This design comes from an exercise in tuning for small area, a short achievable clock period and few clock cycles per item on the open sky130 flow, not from production work.
No functional check of the RTL was part of any run shown here.

## flow/design.v (module list and top-level ports; edited modules follow where they fit)
// module alu_pre: 28 lines
// module alu_stage1: 1059 lines
// module alu_stage2: 201 lines
// module pipelined_alu: 125 lines
module pipelined_alu (
  input  logic        clk,
  input  logic        rst,
  input  logic        in_valid,
  output logic        in_ready,
  input  logic [3:0]  op,
  input  logic [31:0] a,
  input  logic [31:0] b,
  output logic        out_valid,
  input  logic        out_ready,
  output logic [31:0] res,
  output logic [3:0]  flags,
  output logic [15:0] illegal_cnt
);
  // ...
==> flow/run.sh <==
#!/bin/bash
# synth_recipe.tcl (not shown) runs the flow's synth.tcl, then flattens the netlist and writes it again
# the make line also repeats each setting of config.mk as NAME=value (left out here)
make -C /OpenROAD-flow-scripts/flow DESIGN_CONFIG=/design/flow/config.mk WORK_HOME=/design/flow/orfs CLKGATE_MAP_FILE= SYNTH_SCRIPT=/design/flow/synth_recipe.tcl finish
==> flow/config.mk <==
export PLATFORM = sky130hd
export DESIGN_NAME = pipelined_alu
export DESIGN_NICKNAME = pipelined_alu
export VERILOG_FILES = /design/flow/design.v
export SDC_FILE = /design/flow/constraint.sdc
export NUM_CORES = 4
export LEC_CHECK = 0
export CAP_MARGIN = 20
export CORE_MARGIN = 2
export CORE_UTILIZATION = 40
export SETUP_SLACK_MARGIN = 5
export SLEW_MARGIN = 20
==> flow/constraint.sdc <==
create_clock -name core_clock -period 9.0 [get_ports {clk}]
set_input_delay 1.8000 -clock core_clock [delete_from_list [all_inputs] [get_ports {clk}]]
set_output_delay 1.8000 -clock core_clock [all_outputs]
set_load 0.01 [all_outputs]
==> out/qor.txt, run 1 <==
status - no timing/DRC/antenna violations
post-synthesis cell type count - 84
flip-flop and latch count after synthesis - 304
clock sink count - 304
Adder-Cell Fraction of Synth Area - 0.205
R2R setup slack - 4.95 ns
antenna violations before repair - 2
Worst EP arrival - 4.36 ns
hold path cells - 0
inverters - 354
Seq/Total Area, Yosys - 0.312
HPWL after detailed placement - 71800 um
Clock Skew - 0.0316 ns
Pre-antenna DRT Iters - 6
GRT Util Overall - 0.270
met1 Usage GRT - 0.367
Synth Net Count - 3380
Startpoint Class - flip-flop
Max-slew headroom - 0.313
CTS Root Cell - clkbuf_16
CP Capture Type - flip-flop
hold_buf cts - 0
DRC viols - 0
routed wire length - 101000 um
met2 usage - 0.410
==> module alu_pre, before the edit <==
module alu_pre (
  input  logic [3:0]  op,
  input  logic [31:0] b,
  output logic        sub,
  output logic [31:0] bx,
  output logic [15:0] bone,
  output logic [15:0] btwo,
  output logic [15:0] bneg
);
  logic is_mul, is_sll;
  logic [32:0] bext;
  logic [31:0] shd;
  assign is_mul = (op == 4'h9);
  assign is_sll = (op == 4'h6);
  assign sub    = (op == 4'h1) | (op == 4'hA) | (op == 4'hB);
  assign bx     = b ^ {32{sub}};
  assign bext = {b, 1'b0};
  always_comb begin
    for (int i = 0; i < 32; i++) shd[i] = (b[4:0] == i[4:0]);
  end
  for (genvar j = 0; j < 16; j++) begin : g_benc
    assign bone[j] = (is_mul & (bext[2*j+1] ^ bext[2*j])) | (is_sll & shd[2*j]);
    assign btwo[j] = (is_mul & ((bext[2*j+2] & ~bext[2*j+1] & ~bext[2*j]) |
                               (~bext[2*j+2] & bext[2*j+1] & bext[2*j]))) |
                     (is_sll & shd[2*j+1]);
    assign bneg[j] = is_mul & bext[2*j+2];
  end
endmodule
==> module alu_stage2, before the edit <==
module alu_stage2 (
  input  logic [93:0] cut,
  output logic [31:0] sum,
  output logic        zero
);
  logic [31:0] x, y;
  logic us1;
  logic uc2;
  logic us3;
  logic uc4;
  logic us5;
  logic uc6;
  logic us7;
  logic uc8;
  logic us9;
  logic uc10;
  logic us11;
  logic uc12;
  logic us13;
  logic uc14;
  logic us15;
  logic uc16;
  logic us17;
  logic uc18;
  logic us19;
  logic uc20;
  logic us21;
  logic uc22;
  logic us23;
  logic uc24;
  logic us25;
  logic uc26;
  logic us27;
  logic uc28;
  logic us29;
  logic uc30;
  logic us31;
  logic uc32;
  logic us33;
  logic uc34;
  logic us35;
  logic uc36;
  logic us37;
  logic uc38;
  logic us39;
  logic uc40;
  logic us41;
  logic uc42;
  logic us43;
  logic uc44;
  logic us45;
  logic uc46;
  logic us47;
  logic uc48;
  logic us49;
  logic uc50;
  logic us51;
  logic uc52;
  logic us53;
  logic uc54;
  logic us55;
  logic uc56;
  logic us57;
  logic uc58;
  logic us59;
  logic uc60;
  logic us61;
  logic uc62;
  logic us63;
  logic uc64;
  assign us1 = cut[31] ^ cut[32];
  assign uc2 = cut[31] & cut[32];
  assign us3 = cut[35] ^ cut[36];
  assign uc4 = cut[35] & cut[36];
  assign us5 = cut[38] ^ cut[39] ^ cut[40];
  assign uc6 = (cut[38] & cut[39]) | (cut[40] & (cut[38] ^ cut[39]));
  assign us7 = cut[42] ^ cut[43] ^ cut[44];
  assign uc8 = (cut[42] & cut[43]) | (cut[44] & (cut[42] ^ cut[43]));
  assign us9 = cut[46] ^ cut[47] ^ cut[48];
  assign uc10 = (cut[46] & cut[47]) | (cut[48] & (cut[46] ^ cut[47]));
  assign us11 = cut[50] ^ cut[51] ^ cut[52];
  assign uc12 = (cut[50] & cut[51]) | (cut[52] & (cut[50] ^ cut[51]));
  assign us13 = cut[54] ^ cut[55] ^ cut[56];
  assign uc14 = (cut[54] & cut[55]) | (cut[56] & (cut[54] ^ cut[55]));
  assign us15 = cut[58] ^ cut[59] ^ cut[60];
  assign uc16 = (cut[58] & cut[59]) | (cut[60] & (cut[58] ^ cut[59]));
  assign us17 = cut[62] ^ cut[63] ^ cut[64];
  assign uc18 = (cut[62] & cut[63]) | (cut[64] & (cut[62] ^ cut[63]));
  assign us19 = cut[66] ^ cut[67] ^ cut[68];
  assign uc20 = (cut[66] & cut[67]) | (cut[68] & (cut[66] ^ cut[67]));
  assign us21 = cut[70] ^ cut[71] ^ cut[72];
  assign uc22 = (cut[70] & cut[71]) | (cut[72] & (cut[70] ^ cut[71]));
  assign us23 = cut[74] ^ cut[75] ^ cut[76];
  assign uc24 = (cut[74] & cut[75]) | (cut[76] & (cut[74] ^ cut[75]));
  assign us25 = cut[78] ^ cut[79] ^ cut[80];
  assign uc26 = (cut[78] & cut[79]) | (cut[80] & (cut[78] ^ cut[79]));
  assign us27 = cut[82] ^ cut[83] ^ cut[84];
  assign uc28 = (cut[82] & cut[83]) | (cut[84] & (cut[82] ^ cut[83]));
  assign us29 = cut[86] ^ cut[87] ^ cut[88];
  assign uc30 = (cut[86] & cut[87]) | (cut[88] & (cut[86] ^ cut[87]));
  assign us31 = cut[90] ^ cut[91] ^ cut[92];
  assign uc32 = (cut[90] & cut[91]) | (cut[92] & (cut[90] ^ cut[91]));
  assign us33 = cut[33] ^ cut[34];
  assign uc34 = cut[33] & cut[34];
  assign us35 = cut[37] ^ us3 ^ uc2;
  assign uc36 = (cut[37] & us3) | (uc2 & (cut[37] ^ us3));
  assign us37 = cut[41] ^ us5 ^ uc4;
  assign uc38 = (cut[41] & us5) | (uc4 & (cut[41] ^ us5));
  assign us39 = cut[45] ^ us7 ^ uc6;
  assign uc40 = (cut[45] & us7) | (uc6 & (cut[45] ^ us7));
  assign us41 = cut[49] ^ us9 ^ uc8;
  assign uc42 = (cut[49] & us9) | (uc8 & (cut[49] ^ us9));
  assign us43 = cut[53] ^ us11 ^ uc10;
  assign uc44 = (cut[53] & us11) | (uc10 & (cut[53] ^ us11));
  assign us45 = cut[57] ^ us13 ^ uc12;
  assign uc46 = (cut[57] & us13) | (uc12 & (cut[57] ^ us13));
  assign us47 = cut[61] ^ us15 ^ uc14;
  assign uc48 = (cut[61] & us15) | (uc14 & (cut[61] ^ us15));
  assign us49 = cut[65] ^ us17 ^ uc16;
  assign uc50 = (cut[65] & us17) | (uc16 & (cut[65] ^ us17));
  assign us51 = cut[69] ^ us19 ^ uc18;
  assign uc52 = (cut[69] & us19) | (uc18 & (cut[69] ^ us19));
  assign us53 = cut[73] ^ us21 ^ uc20;
  assign uc54 = (cut[73] & us21) | (uc20 & (cut[73] ^ us21));
  assign us55 = cut[77] ^ us23 ^ uc22;
  assign uc56 = (cut[77] & us23) | (uc22 & (cut[77] ^ us23));
  assign us57 = cut[81] ^ us25 ^ uc24;
  assign uc58 = (cut[81] & us25) | (uc24 & (cut[81] ^ us25));
  assign us59 = cut[85] ^ us27 ^ uc26;
  assign uc60 = (cut[85] & us27) | (uc26 & (cut[85] ^ us27));
  assign us61 = cut[89] ^ us29 ^ uc28;
  assign uc62 = (cut[89] & us29) | (uc28 & (cut[89] ^ us29));
  assign us63 = cut[93] ^ us31 ^ uc30;
  assign uc64 = (cut[93] & us31) | (uc30 & (cut[93] ^ us31));
  assign x[0] = cut[0];
  assign y[0] = cut[1];
  assign x[1] = cut[2];
  assign y[1] = 1'b0;
  assign x[2] = cut[3];
  assign y[2] = cut[4];
  assign x[3] = cut[5];
  assign y[3] = cut[6];
  assign x[4] = cut[7];
  assign y[4] = cut[8];
  assign x[5] = cut[9];
  assign y[5] = cut[10];
  assign x[6] = cut[11];
  assign y[6] = cut[12];
  assign x[7] = cut[13];
  assign y[7] = cut[14];
  assign x[8] = cut[15];
  assign y[8] = cut[16];
  assign x[9] = cut[17];
  assign y[9] = cut[18];
  assign x[10] = cut[19];
  assign y[10] = cut[20];
  assign x[11] = cut[21];
  assign y[11] = cut[22];
  assign x[12] = cut[23];
  assign y[12] = cut[24];
  assign x[13] = cut[25];
  assign y[13] = cut[26];
  assign x[14] = cut[27];
  assign y[14] = cut[28];
  assign x[15] = cut[29];
  assign y[15] = cut[30];
  assign x[16] = us33;
  assign y[16] = us1;
  assign x[17] = us35;
  assign y[17] = uc34;
  assign x[18] = us37;
  assign y[18] = uc36;
  assign x[19] = us39;
  assign y[19] = uc38;
  assign x[20] = us41;
  assign y[20] = uc40;
  assign x[21] = us43;
  assign y[21] = uc42;
  assign x[22] = us45;
  assign y[22] = uc44;
  assign x[23] = us47;
  assign y[23] = uc46;
  assign x[24] = us49;
  assign y[24] = uc48;
  assign x[25] = us51;
  assign y[25] = uc50;
  assign x[26] = us53;
  assign y[26] = uc52;
  assign x[27] = us55;
  assign y[27] = uc54;
  assign x[28] = us57;
  assign y[28] = uc56;
  assign x[29] = us59;
  assign y[29] = uc58;
  assign x[30] = us61;
  assign y[30] = uc60;
  assign x[31] = us63;
  assign y[31] = uc62;
  assign sum  = x + y;
  assign zero = &((x ^ y) ~^ {(x[30:0] | y[30:0]), 1'b0});
endmodule
==> module pipelined_alu, before the edit <==
module pipelined_alu (
  input  logic        clk,
  input  logic        rst,
  input  logic        in_valid,
  output logic        in_ready,
  input  logic [3:0]  op,
  input  logic [31:0] a,
  input  logic [31:0] b,
  output logic        out_valid,
  input  logic        out_ready,
  output logic [31:0] res,
  output logic [3:0]  flags,
  output logic [15:0] illegal_cnt
);
  localparam int NC = alu_pkg::NC;
  logic        v0, v1, v2, kfull;
  logic [3:0]  op0;
  logic [31:0] a0, bx0;
  logic        sub0;
  logic [15:0] bone0, btwo0, bneg0;
  logic        sub_p;
  logic [31:0] bx_p;
  logic [15:0] bone_p, btwo_p, bneg_p;
  logic [NC-1:0] cut_s, cut1;
  logic        carry_s, ovf_s, legal_s;
  logic        carry1, ovf1, legal1;
  logic [31:0] sum_s;
  logic        zero_s;
  logic [31:0] res2, resk;
  logic [2:0]  fl2, flk;
  logic [15:0] cnt;
  logic        adv, s2_free;
  assign adv      = ~kfull;
  assign in_ready = adv;
  assign s2_free  = ~v2 | out_ready;
  alu_pre u_pre (
    .op   (op),
    .b    (b),
    .sub  (sub_p),
    .bx   (bx_p),
    .bone (bone_p),
    .btwo (btwo_p),
    .bneg (bneg_p)
  );
  alu_stage1 u_s1 (
    .op    (op0),
    .a     (a0),
    .sub   (sub0),
    .bx    (bx0),
    .bone  (bone0),
    .btwo  (btwo0),
    .bneg  (bneg0),
    .cut   (cut_s),
    .carry (carry_s),
    .ovf   (ovf_s),
    .legal (legal_s)
  );
  alu_stage2 u_s2 (
    .cut  (cut1),
    .sum  (sum_s),
    .zero (zero_s)
  );
  always_ff @(posedge clk or posedge rst) begin
    if (rst) begin
      v0    <= 1'b0;
      v1    <= 1'b0;
      v2    <= 1'b0;
      kfull <= 1'b0;
    end else begin
      if (adv) begin
        v0 <= in_valid;
        v1 <= v0;
      end
      if (kfull) begin
        if (s2_free) begin
          v2    <= 1'b1;
          kfull <= 1'b0;
        end
      end else if (s2_free) begin
        v2 <= v1;
      end else begin
        kfull <= v1;
      end
    end
  end
  always_ff @(posedge clk) begin
    if (adv) begin
      op0    <= op;
      a0     <= a;
      sub0   <= sub_p;
      bx0    <= bx_p;
      bone0  <= bone_p;
      btwo0  <= btwo_p;
      bneg0  <= bneg_p;
      cut1   <= cut_s;
      carry1 <= carry_s;
      ovf1   <= ovf_s;
      legal1 <= legal_s;
    end
    if (s2_free) begin
      if (kfull) begin
        res2 <= resk;
        fl2  <= flk;
      end else begin
        res2 <= sum_s;
        fl2  <= {legal1 & zero_s, carry1, ovf1};
      end
    end
    if (~kfull & ~s2_free) begin
      resk <= sum_s;
      flk  <= {legal1 & zero_s, carry1, ovf1};
    end
  end
  always_ff @(posedge clk or posedge rst) begin
    if (rst) begin
      cnt <= 16'h0000;
    end else if (adv && v0 && op0[3] && op0[2] && (cnt != 16'hFFFF)) begin
      cnt <= cnt + 16'h0001;
    end
  end
  assign out_valid   = v2;
  assign res         = res2;
  assign flags       = {res2[31], fl2};
  assign illegal_cnt = cnt;
endmodule
==> inputs of run 2 (changes only) <==
--- a/flow/design.v
+++ b/flow/design.v
@@ -3,54 +3,57 @@
 endpackage
 module alu_pre (
   input  logic [3:0]  op,
   input  logic [31:0] b,
   output logic        sub,
   output logic [31:0] bx,
   output logic [15:0] bone,
   output logic [15:0] btwo,
-  output logic [15:0] bneg
+  output logic        is_mul
 );
-  logic is_mul, is_sll;
+  logic is_sll;
   logic [32:0] bext;
   logic [31:0] shd;
   assign is_mul = (op == 4'h9);
   assign is_sll = (op == 4'h6);
   assign sub    = (op == 4'h1) | (op == 4'hA) | (op == 4'hB);
   assign bx     = b ^ {32{sub}};
   assign bext = {b, 1'b0};
   always_comb begin
     for (int i = 0; i < 32; i++) shd[i] = (b[4:0] == i[4:0]);
   end
   for (genvar j = 0; j < 16; j++) begin : g_benc
     assign bone[j] = (is_mul & (bext[2*j+1] ^ bext[2*j])) | (is_sll & shd[2*j]);
     assign btwo[j] = (is_mul & ((bext[2*j+2] & ~bext[2*j+1] & ~bext[2*j]) |
                                (~bext[2*j+2] & bext[2*j+1] & bext[2*j]))) |
                      (is_sll & shd[2*j+1]);
-    assign bneg[j] = is_mul & bext[2*j+2];
   end
 endmodule
 module alu_stage1 (
   input  logic [3:0]  op,
   input  logic [31:0] a,
   input  logic        sub,
   input  logic [31:0] bx,
   input  logic [15:0] bone,
   input  logic [15:0] btwo,
-  input  logic [15:0] bneg,
+  input  logic        is_mul,
   output logic [93:0] cut,
   output logic        carry,
   output logic        ovf,
   output logic        legal
 );
+  logic [15:0] bneg;
   logic [32:0] s;
   logic [31:0] ro, sr;
   logic        ovf_s;
   assign legal  = ~(op[3] & op[2]);
+  for (genvar j = 0; j < 16; j++) begin : g_bneg
+    assign bneg[j] = is_mul & bx[2*j+1];
+  end
   logic [31:0] pp0;
   logic [29:0] pp1;
   logic [27:0] pp2;
   logic [25:0] pp3;
   logic [23:0] pp4;
   logic [21:0] pp5;
   logic [19:0] pp6;
   logic [17:0] pp7;
@@ -1085,18 +1088,17 @@
   assign cut[89] = t1_c444;
   assign cut[90] = (t0_s335 | ro[31]);
   assign cut[91] = t0_c334;
   assign cut[92] = t1_s447;
   assign cut[93] = t1_c446;
 endmodule
 module alu_stage2 (
   input  logic [93:0] cut,
-  output logic [31:0] sum,
-  output logic        zero
+  output logic [31:0] sum
 );
   logic [31:0] x, y;
   logic us1;
   logic uc2;
   logic us3;
   logic uc4;
   logic us5;
   logic uc6;
@@ -1282,135 +1284,118 @@
   assign y[28] = uc56;
   assign x[29] = us59;
   assign y[29] = uc58;
   assign x[30] = us61;
   assign y[30] = uc60;
   assign x[31] = us63;
   assign y[31] = uc62;
   assign sum  = x + y;
-  assign zero = &((x ^ y) ~^ {(x[30:0] | y[30:0]), 1'b0});
 endmodule
 module pipelined_alu (
   input  logic        clk,
   input  logic        rst,
   input  logic        in_valid,
   output logic        in_ready,
   input  logic [3:0]  op,
   input  logic [31:0] a,
   input  logic [31:0] b,
   output logic        out_valid,
   input  logic        out_ready,
   output logic [31:0] res,
   output logic [3:0]  flags,
   output logic [15:0] illegal_cnt
 );
   localparam int NC = alu_pkg::NC;
-  logic        v0, v1, v2, kfull;
+  logic        v0, v1, v2, bubble;
   logic [3:0]  op0;
   logic [31:0] a0, bx0;
   logic        sub0;
-  logic [15:0] bone0, btwo0, bneg0;
+  logic [15:0] bone0, btwo0;
+  logic        is_mul0;
   logic        sub_p;
   logic [31:0] bx_p;
-  logic [15:0] bone_p, btwo_p, bneg_p;
+  logic [15:0] bone_p, btwo_p;
+  logic        is_mul_p;
   logic [NC-1:0] cut_s, cut1;
   logic        carry_s, ovf_s, legal_s;
   logic        carry1, ovf1, legal1;
   logic [31:0] sum_s;
-  logic        zero_s;
-  logic [31:0] res2, resk;
-  logic [2:0]  fl2, flk;
+  logic [31:0] res2;
+  logic [2:0]  fl2;         
   logic [15:0] cnt;
-  logic        adv, s2_free;
-  assign adv      = ~kfull;
-  assign in_ready = adv;
-  assign s2_free  = ~v2 | out_ready;
+  logic        s0_go, s1_go, s2_go;
+  assign s2_go    = ~v2 | out_ready;
+  assign s1_go    = ~v1 | s2_go;
+  assign s0_go    = ~v0 | s1_go;
+  assign in_ready = bubble | out_ready;
   alu_pre u_pre (
     .op   (op),
     .b    (b),
     .sub  (sub_p),
     .bx   (bx_p),
     .bone (bone_p),
     .btwo (btwo_p),
-    .bneg (bneg_p)
+    .is_mul (is_mul_p)
   );
   alu_stage1 u_s1 (
     .op    (op0),
     .a     (a0),
     .sub   (sub0),
     .bx    (bx0),
     .bone  (bone0),
     .btwo  (btwo0),
-    .bneg  (bneg0),
+    .is_mul (is_mul0),
     .cut   (cut_s),
     .carry (carry_s),
     .ovf   (ovf_s),
     .legal (legal_s)
   );
   alu_stage2 u_s2 (
     .cut  (cut1),
-    .sum  (sum_s),
-    .zero (zero_s)
+    .sum  (sum_s)
   );
   always_ff @(posedge clk or posedge rst) begin
     if (rst) begin
-      v0    <= 1'b0;
-      v1    <= 1'b0;
-      v2    <= 1'b0;
-      kfull <= 1'b0;
+      v0     <= 1'b0;
+      v1     <= 1'b0;
+      v2     <= 1'b0;
+      bubble <= 1'b1;
     end else begin
-      if (adv) begin
-        v0 <= in_valid;
-        v1 <= v0;
-      end
-      if (kfull) begin
-        if (s2_free) begin
-          v2    <= 1'b1;
-          kfull <= 1'b0;
-        end
-      end else if (s2_free) begin
-        v2 <= v1;
-      end else begin
-        kfull <= v1;
-      end
+      if (s0_go) v0 <= in_valid;
+      if (s1_go) v1 <= v0;
+      if (s2_go) v2 <= v1;
+      bubble <= ~((s0_go ? in_valid : v0) & (s1_go ? v0 : v1) & (s2_go ? v1 : v2));
     end
   end
   always_ff @(posedge clk) begin
-    if (adv) begin
-      op0    <= op;
-      a0     <= a;
-      sub0   <= sub_p;
-      bx0    <= bx_p;
-      bone0  <= bone_p;
-      btwo0  <= btwo_p;
-      bneg0  <= bneg_p;
+    if (s0_go) begin
+      op0     <= op;
+      a0      <= a;
+      sub0    <= sub_p;
+      bx0     <= bx_p;
+      bone0   <= bone_p;
+      btwo0   <= btwo_p;
+      is_mul0 <= is_mul_p;
+    end
+    if (s1_go) begin
       cut1   <= cut_s;
       carry1 <= carry_s;
       ovf1   <= ovf_s;
       legal1 <= legal_s;
     end
-    if (s2_free) begin
-      if (kfull) begin
-        res2 <= resk;
-        fl2  <= flk;
-      end else begin
-        res2 <= sum_s;
-        fl2  <= {legal1 & zero_s, carry1, ovf1};
-      end
-    end
-    if (~kfull & ~s2_free) begin
-      resk <= sum_s;
-      flk  <= {legal1 & zero_s, carry1, ovf1};
+    if (s2_go) begin
+      res2 <= sum_s;
+      fl2  <= {legal1, carry1, ovf1};
     end
   end
   always_ff @(posedge clk or posedge rst) begin
     if (rst) begin
       cnt <= 16'h0000;
-    end else if (adv && v0 && op0[3] && op0[2] && (cnt != 16'hFFFF)) begin
+    end else if (s1_go && v0 && op0[3] && op0[2] && (cnt != 16'hFFFF)) begin
       cnt <= cnt + 16'h0001;
     end
   end
   assign out_valid   = v2;
   assign res         = res2;
-  assign flags       = {res2[31], fl2};
+  assign flags       = {res2[31], fl2[2] & (res2 == 32'd0), fl2[1:0]};
   assign illegal_cnt = cnt;
 endmodule
==> out/qor.txt, run 2 <==
CTS Root Cell - clkbuf_16 (unchanged)
Top Ports - 126 (unchanged)
HPWL after detailed placement - 64600 um (was 71800 um)
Max-slew headroom - 0.331 (was 0.313)
area of the multi-input gates - 0.0172 mm2 (was 0.0180 mm2)
Post-synth EDFFs - 234 (was 284)
Non-Filler Instances - 3637 (was 3972)
Startpoint Class - flip-flop (unchanged)
Final #Nets - 3161 (was 3427)
Largest register FFs - 94 (unchanged)
Post-synth ARST share - 0.0787 (was 0.0658)
ys flop type - edfxtp_1 (unchanged)
critical path class - flip-flop to flip-flop (unchanged)
ANT nets after route - 0 (unchanged)
largest reg by FF count - cut1 (unchanged)
minimum clock period - 4.04 ns (was 4.05 ns)
clock sink count - 254 (was 304)
Max-Cap Viols - 0 (unchanged)
CP Data Required Time - 9.35 ns (was 9.32 ns)
Worst EP arrival - 4.39 ns (was 4.36 ns)
Seq/Total Area, Yosys - 0.289 (was 0.312)
count leader, synth - inv_1 (unchanged)
post-synth top area share - 0.270 (was 0.294)
final period utilization - 0.449 (was 0.450)
Starting DRT DRC Count - 2680 (was 2576)
post-synthesis cell type count - 83 (was 84)
ratio of cells with drive above 1 in the final layout - 0.139 (was 0.104)
ANT cells - 0 (was 1)
die height - 259 um (was 273 um)
total number of vias - 21.9k (was 23.1k)
flip-flop and latch count after synthesis - 254 (was 304)
H-tree depth - 1 (was 2)
gpl congestion - 0.940 (was 0.942)
worst hold margin - 0.428 ns (was 0.470 ns)
number of fill cells - 5859 (was 6644)
Final Slew Violations - 0 (unchanged)
Starting Density - 0.404 (about the same)
Synthesis Warnings - 3 (unchanged)
Fin. Hold Viols - 0 (unchanged)
CP Cell Sequence - buf_12 -> buf_6 -> nand2_8 -> buf_6 -> buf_6 -> xor2_1 -> fa_1 -> inv_2 -> fa_1 -> fa_1 -> inv_1 -> fa_1 -> or4_4 (was buf_4 -> a22oi_1 -> xnor2_1 -> fa_2 -> fa_1 -> inv_1 -> fa_2 -> xnor2_2 -> xnor2_1 -> xnor2_1 -> xnor2_1 -> xnor2_2 -> nand4_1 -> or3_1)
PortBufs - 125 (unchanged)
CP dominant cell by count - fa_1 (was xnor2_1)
commonest non-fill, non-tap cells in the layout - 273 x inv_1, 240 x a22oi_1, 234 x edfxtp_1 (was 347 x inv_1, 284 x edfxtp_1, 264 x xnor2_1)
Skew-Pair Late Insertion Delay - 0.61 ns (was 0.59 ns)
worst min-delay path category - flip-flop to flip-flop (unchanged)
Total Negative Setup Slacks - 0 ns (unchanged)
GRT Util Overall - 0.277 (was 0.270)
Pre-antenna DRT Iters - 6 (unchanged)
Mapped Cells - 2641 (was 2947)
fin area - 0.0312 mm2 (was 0.0332 mm2)
highest clock rate - 247 MHz (about the same)
CTS tree - yes (unchanged)
vias in the first global route - 21.3k (was 22.9k)
Reg area - 0.00753 mm2 (was 0.00903 mm2)
Max FO, Critical Path - 7 (was 4)
Core ar. - 0.0643 mm2 (was 0.0716 mm2)
first-pass GRT wire length - 139000 um (was 150000 um)
gr ovfl total - 0 (unchanged)
Post-synth top cells - 282 x inv_1, 258 x a22oi_1, 234 x edfxtp_1 (was 351 x inv_1, 284 x edfxtp_1, 266 x xnor2_1)
RSZ-0062 raised after global routing - yes (unchanged)
final number of setup-violating endpoints - 0 (unchanged)
largest net degree at the start of global routing - 63 (was 139)
status - no timing/DRC/antenna violations (unchanged)
DR WL/cell - 26.4 um (was 25.5 um)
slowest CP cell - fa_1 (unchanged)
synthesized area per cell - 9.85 um2 (was 9.83 um2)
CP peak stage delay - 0.52 ns (was 0.54 ns)
Synth area leader - edfxtp_1 (unchanged)
Clock Skew - 0.0337 ns (was 0.0316 ns)
Synth Net Count - 3043 (was 3380)
clock tree buffer depth - 3 (unchanged)
Clk pin slew, worst setup/hold paths - 0.07 ns (about the same)
Area Growth Syn to Fin - 19.8% (was 14.7%)
DRC viols - 0 (unchanged)
num rows - 93 (was 98)
Die W - 259 um (was 273 um)
Cell Area, Synth - 0.0260 mm2 (was 0.0290 mm2)
hold_buf cts - 0 (unchanged)
total CTS buffers - 31 (was 39)
antenna violations before repair - 5 (was 2)
die area - 0.0671 mm2 (was 0.0746 mm2)
Post-DP Area - 0.0280 mm2 (was 0.0310 mm2)
commonest non-fill, non-tap cell in the layout - inv_1 (unchanged)
R2R setup slack - 4.96 ns (was 4.95 ns)
CP Capture Type - flip-flop (unchanged)
slew at the pin closest to its max-slew limit - 1.00 ns (was 1.02 ns)
Synth area leaders - edfxtp_1 27%, fa_1 15%, a22oi_1 7.4% (was edfxtp_1 29%, fa_1 13%, xnor2_1 8.0%)
routed wire length - 96100 um (was 101000 um)
DR vias/cell - 6.02 (was 5.82)
placed cell count - 3456 (was 3836)
[run 2: cell types whose count changed after synthesis, sizes merged, moves of 22 or more]
cell	previous run	this run
inv	353	283
xnor2	266	209
edfxtp	284	234
nand2	202	162
xor2	172	205
ha	172	141
mux2	31	4
clkbuf	197	172
o22ai	53	31
[run 2: cell families (layout without fill, tap and decap cells)]
| kind of cell | after synthesis | in the layout | synth area share |
|---|---|---|---|
| AOI/OAI and AO/OA | 677 | 677 | 0.181 |
| DFF | 254 | 254 | 0.289 |
| buffers and inverters | 511 | 649 | 0.0749 |
| and+or+nand+nor | 404 | 407 | 0.0704 |
| muxes | 51 | 51 | 0.0314 |
| adders and majority gates | 330 | 330 | 0.213 |
| xor gates and xnor gates | 414 | 414 | 0.139 |
[run 2: path summary, 6_finish.rpt]
path / to / cells past startpoint / from
worst max-delay path: cut1[29] / 13 / is_mul0
worst min-delay path: fl2[0] / 0 / ovf1
worst max register to register: cut1[29] / 13 / is_mul0
worst min register to register: fl2[0] / 0 / ovf1
max in group asynchronous: cnt[1] / 2 / rst
min in group asynchronous: v2 / 2 / rst
[run 2: what timing repair did]
action,in CTS,in global routing
gates resized for setup,62,147
buffers inserted,30,80
gates cloned,8,7
pin swaps,6,56
setup endpoints to repair,59,22
[run 2: stage by stage]
step	util	worst slack (ns)
global placement	0.435	4.16
finish	0.484	4.96
detailed placement	0.435	4.13
CTS	0.462	4.78
floorplan	-	4.98
global route	0.484	4.87
[run 2: per-layer routing]
metal / vias up / share of wire / global-route usage
li1: 9430 / - / -
met1: 10700 / 0.39 / 0.368
met2: 1423 / 0.45 / 0.435
met3: 285 / 0.11 / 0.0617
met4: 8 / 0.052 / 0.124
met5: - / 0.00089 / 0
[run 2: cell type report]
class | count | area share
sequential | 254 | 0.242
clock inverter | 19 | 0.00912
inverter | 284 | 0.0345
tap | 855 | 0.0343
multi-input combinational | 1879 | 0.552
timing repair buffer | 308 | 0.103
clock buffer | 37 | 0.0256
timing repair inverter | 1 | 0.000161
[run 2: worst max-delay path, delay by kind of cell, from the launching register on]
family	cells	cell delay [ns]
fa+ha+maj	4	1.98
buf+inv	6	0.66
simple gates	2	0.59
flops	1	0.41
xor+xnor	1	0.15

[separate check: timing with driven ports]
Ports are ideal in the flow. The routed layouts listed here were re-timed in OpenROAD.
Step 1 sets driving cells, clkbuf_16 on the clock port and buf_2 on the other inputs (assumed; they add their load-dependent delay and slew).
Step 2 times the ports against the registers' clock, not the clock port: input delays grow and output delays shrink by t, the midpoint of the rising clock arrivals with the driver on.
a / b / c = ideal ports / drivers / drivers and shift; a / b = the first two.
run | t (ns) | setup slack, ns | latest minus earliest clock arrival (ns) | slew at the worst register clock pin (ns) | worst data-port slew with drivers (ns)
run 1 | 0.639 | 4.954 / 4.954 / 4.765 | 0.032 / 0.032 | 0.07 / 0.07 | 0.06
run 2 | 0.652 | 4.957 / 4.930 / 4.822 | 0.035 / 0.034 | 0.07 / 0.07 | 0.05
After both steps every run listed still meets setup and hold. For run 1, which loses most, drivers alone change the setup slack by 0.000 ns; drivers and shift together by -0.189 ns.
